Source: an optimization exercise on an open RTL-to-GDS flow (aim: small area). Production flows keep margins and buffers that such runs may drop.
Only simulation tests tie the RTL to the original design; equivalence was not proved.
Power is estimated from default activity; no workload was simulated.

## v6
// rv_core_top
module rv_core_top #(
  parameter int XLEN = rv_core_pkg::DEFAULT_XLEN
) (
  input  logic                  clk,
  input  logic                  rst_n,
  input  logic [XLEN-1:0]       boot_addr,
  output logic                  imem_req,
  output logic [XLEN-1:0]       imem_addr,
  input  logic                  imem_ack,
  input  rv_core_pkg::instr_t   imem_data,
  output logic                  retire_valid,
  output rv_core_pkg::reg_idx_t retire_rd,
  output logic [XLEN-1:0]       retire_value,
  output logic                  done
);
  logic        capture;
  logic [63:0] pc;
  logic        ph1, ph2;
  logic        ex_wr, ex_fin;
  logic        retire_q;
  logic        done_q;
  logic [4:0]  rd_q;
  logic [63:0] r;
  logic        use_rf0, use_pc0, rev0;
  logic        use_rf1, sub, c_sum, c_xor, c_or, c_and, c_slt, c_shift, c_sll, c_sra, wr, ecall;
  logic        i31;
  logic [31:0] imm;
  logic [4:0]  rs2_q;
  logic        use_rf1_q, sub_q, c_sum_q, c_xor_q, c_or_q, c_and_q, c_slt_q;
  logic        c_shift_q, c_sll_q, c_sra_q, wr_q, ecall_q, i31_q;
  logic        phx;
  logic [4:0]  raddr;
  logic        use_rf, use_pc, use_imm;
  logic [63:0] b;
  logic [2:0]  rs2_lo;
  logic [63:0] y;
  instruction_fetch u_fetch (
    .clk, .rst_n, .boot_addr,
    .halt     (done_q),
    .imem_ack,
    .imem_req,
    .pc,
    .capture
  );
  instruction_decode u_decode (
    .instr (imem_data),
    .use_rf0, .use_pc0, .rev0,
    .use_rf1, .sub, .c_sum, .c_xor, .c_or, .c_and, .c_slt, .c_shift, .c_sll, .c_sra,
    .wr, .ecall, .i31, .imm
  );
  always_ff @(posedge clk) begin
    rs2_q     <= imem_data[24:20];
    use_rf1_q <= use_rf1;
    sub_q     <= sub;
    c_sum_q   <= c_sum;
    c_xor_q   <= c_xor;
  ...
Size in the first run: ~4800 cells after synthesis, roughly 240 I/O pins, roughly 86000 um2 of cells after synthesis.
clock: 7.0 ns
lec_check: 0
cap_margin: 0
cell_pad_in_sites_detail_placement: 1
cell_pad_in_sites_global_placement: 2
core_margin: 2
core_utilization: 45
cts_buf_list: sky130_fd_sc_hd__clkbuf_16
cts_cluster_diameter: 70
cts_cluster_size: 22
place_density: 0.6
slew_margin: 0
synth_hierarchical: 1
standard.sh (not shown) runs the stock make flow with config.mk's settings and CLKGATE_MAP_FILE= SYNTH_SCRIPT=/design/flow/synth_recipe.tcl, a recipe that flattens the netlist after the stock synthesis.
==> flow/flow/run.sh <==
#!/bin/bash
# The standard layout, with two changes passed to ORFS through its variables:
# the port buffers are buf_1 cells, and clock tree synthesis inserts no dummy
# loads. Each step's full log stays in orfs/logs; make's output goes to
# flow_make.log.
set -o pipefail
export BUFFER_PORTS_ARGS="-buffer_cell sky130_fd_sc_hd__buf_1"
export CTS_ARGS="-sink_clustering_enable -repair_clock_nets -dont_use_dummy_load -sink_clustering_size 22 -sink_clustering_max_diameter 70 -buf_list sky130_fd_sc_hd__clkbuf_16"
bash standard.sh > flow_make.log 2>&1
For v7, these inputs were changed with respect to v6:
# v6
export LEC_CHECK = 0
export CAP_MARGIN = 0
export CELL_PAD_IN_SITES_DETAIL_PLACEMENT = 1
export CELL_PAD_IN_SITES_GLOBAL_PLACEMENT = 2
export CORE_MARGIN = 2
export CORE_UTILIZATION = 45
export CTS_BUF_LIST = sky130_fd_sc_hd__clkbuf_16
export CTS_CLUSTER_DIAMETER = 70
export CTS_CLUSTER_SIZE = 22
export PLACE_DENSITY = 0.6
export SLEW_MARGIN = 0
export SYNTH_HIERARCHICAL = 1
create_clock -name core_clock -period 7.0 [get_ports {clk}]
# v7
export LEC_CHECK = 0
export CAP_MARGIN = 0
export CELL_PAD_IN_SITES_DETAIL_PLACEMENT = 1
export CELL_PAD_IN_SITES_GLOBAL_PLACEMENT = 2
export CORE_MARGIN = 2
export CORE_UTILIZATION = 45
export CTS_BUF_LIST = sky130_fd_sc_hd__clkbuf_16
export CTS_CLUSTER_DIAMETER = 75
export CTS_CLUSTER_SIZE = 25
export PLACE_DENSITY = 0.6
export SLEW_MARGIN = 0
export SYNTH_HIERARCHICAL = 1
create_clock -name core_clock -period 7.0 [get_ports {clk}]
--- a/flow/flow/run.sh
+++ b/flow/flow/run.sh
@@ -6,4 +6,4 @@
 set -o pipefail
 export BUFFER_PORTS_ARGS="-buffer_cell sky130_fd_sc_hd__buf_1"
-export CTS_ARGS="-sink_clustering_enable -repair_clock_nets -dont_use_dummy_load -sink_clustering_size 22 -sink_clustering_max_diameter 70 -buf_list sky130_fd_sc_hd__clkbuf_16"
+export CTS_ARGS="-sink_clustering_enable -repair_clock_nets -dont_use_dummy_load -sink_clustering_size 25 -sink_clustering_max_diameter 75 -buf_list sky130_fd_sc_hd__clkbuf_16"
 bash standard.sh > flow_make.log 2>&1
--- outcome ---
As far as met1 track utilization from global routing is concerned, v6 and v7 perform about the same.
Between v7 and v6, it is v7 whose fraction of final layout cells sized beyond drive strength 1 is lower, by 0.21 points.
v7 ended with less final worst slack than v6.
Via density per instance: v7 vs v6 — no meaningful difference
As far as switching power as a share of total power is concerned, v7 and v6 perform about the same.
v6 → v7: core utilization now sits at about the same level, post-placement cell count now sits at about the same level, count of clock-buffer cells in the layout now sits lower, register-to-register slack now sits lower.
Status: total routed wirelength parity (v7, v6)

port drivers added, routing unchanged:
The results above use ideal ports. As a check the final layouts listed here were re-extracted and re-timed, cells and wires unchanged.
Step 1: set_driving_cell puts a clkbuf_16 on clk and a buf_2 on each other input, an assumption about the parent block.
Step 2 moves the port delays by t, midway between the first and last clock arrival at a register: inputs arrive t later, outputs are due t later. That takes back most of the time a late clock gives input paths.
Three values: ideal, step 1, step 2; two values: the first two.
run	shift t [ns]	slack for setup (ns)	hold slack, ns
v6	0.883	0.145 / 0.208 / -0.675	0.459 / 0.459 / 0.459
v7	0.885	0.071 / 0.133 / -0.752	0.463 / 0.463 / 0.463
Met with ideal ports but missed after step 2: setup timing in v6 and v7. The setup slack of v7, which loses most, moves by +0.062 ns with the drivers and by -0.823 ns with both steps.
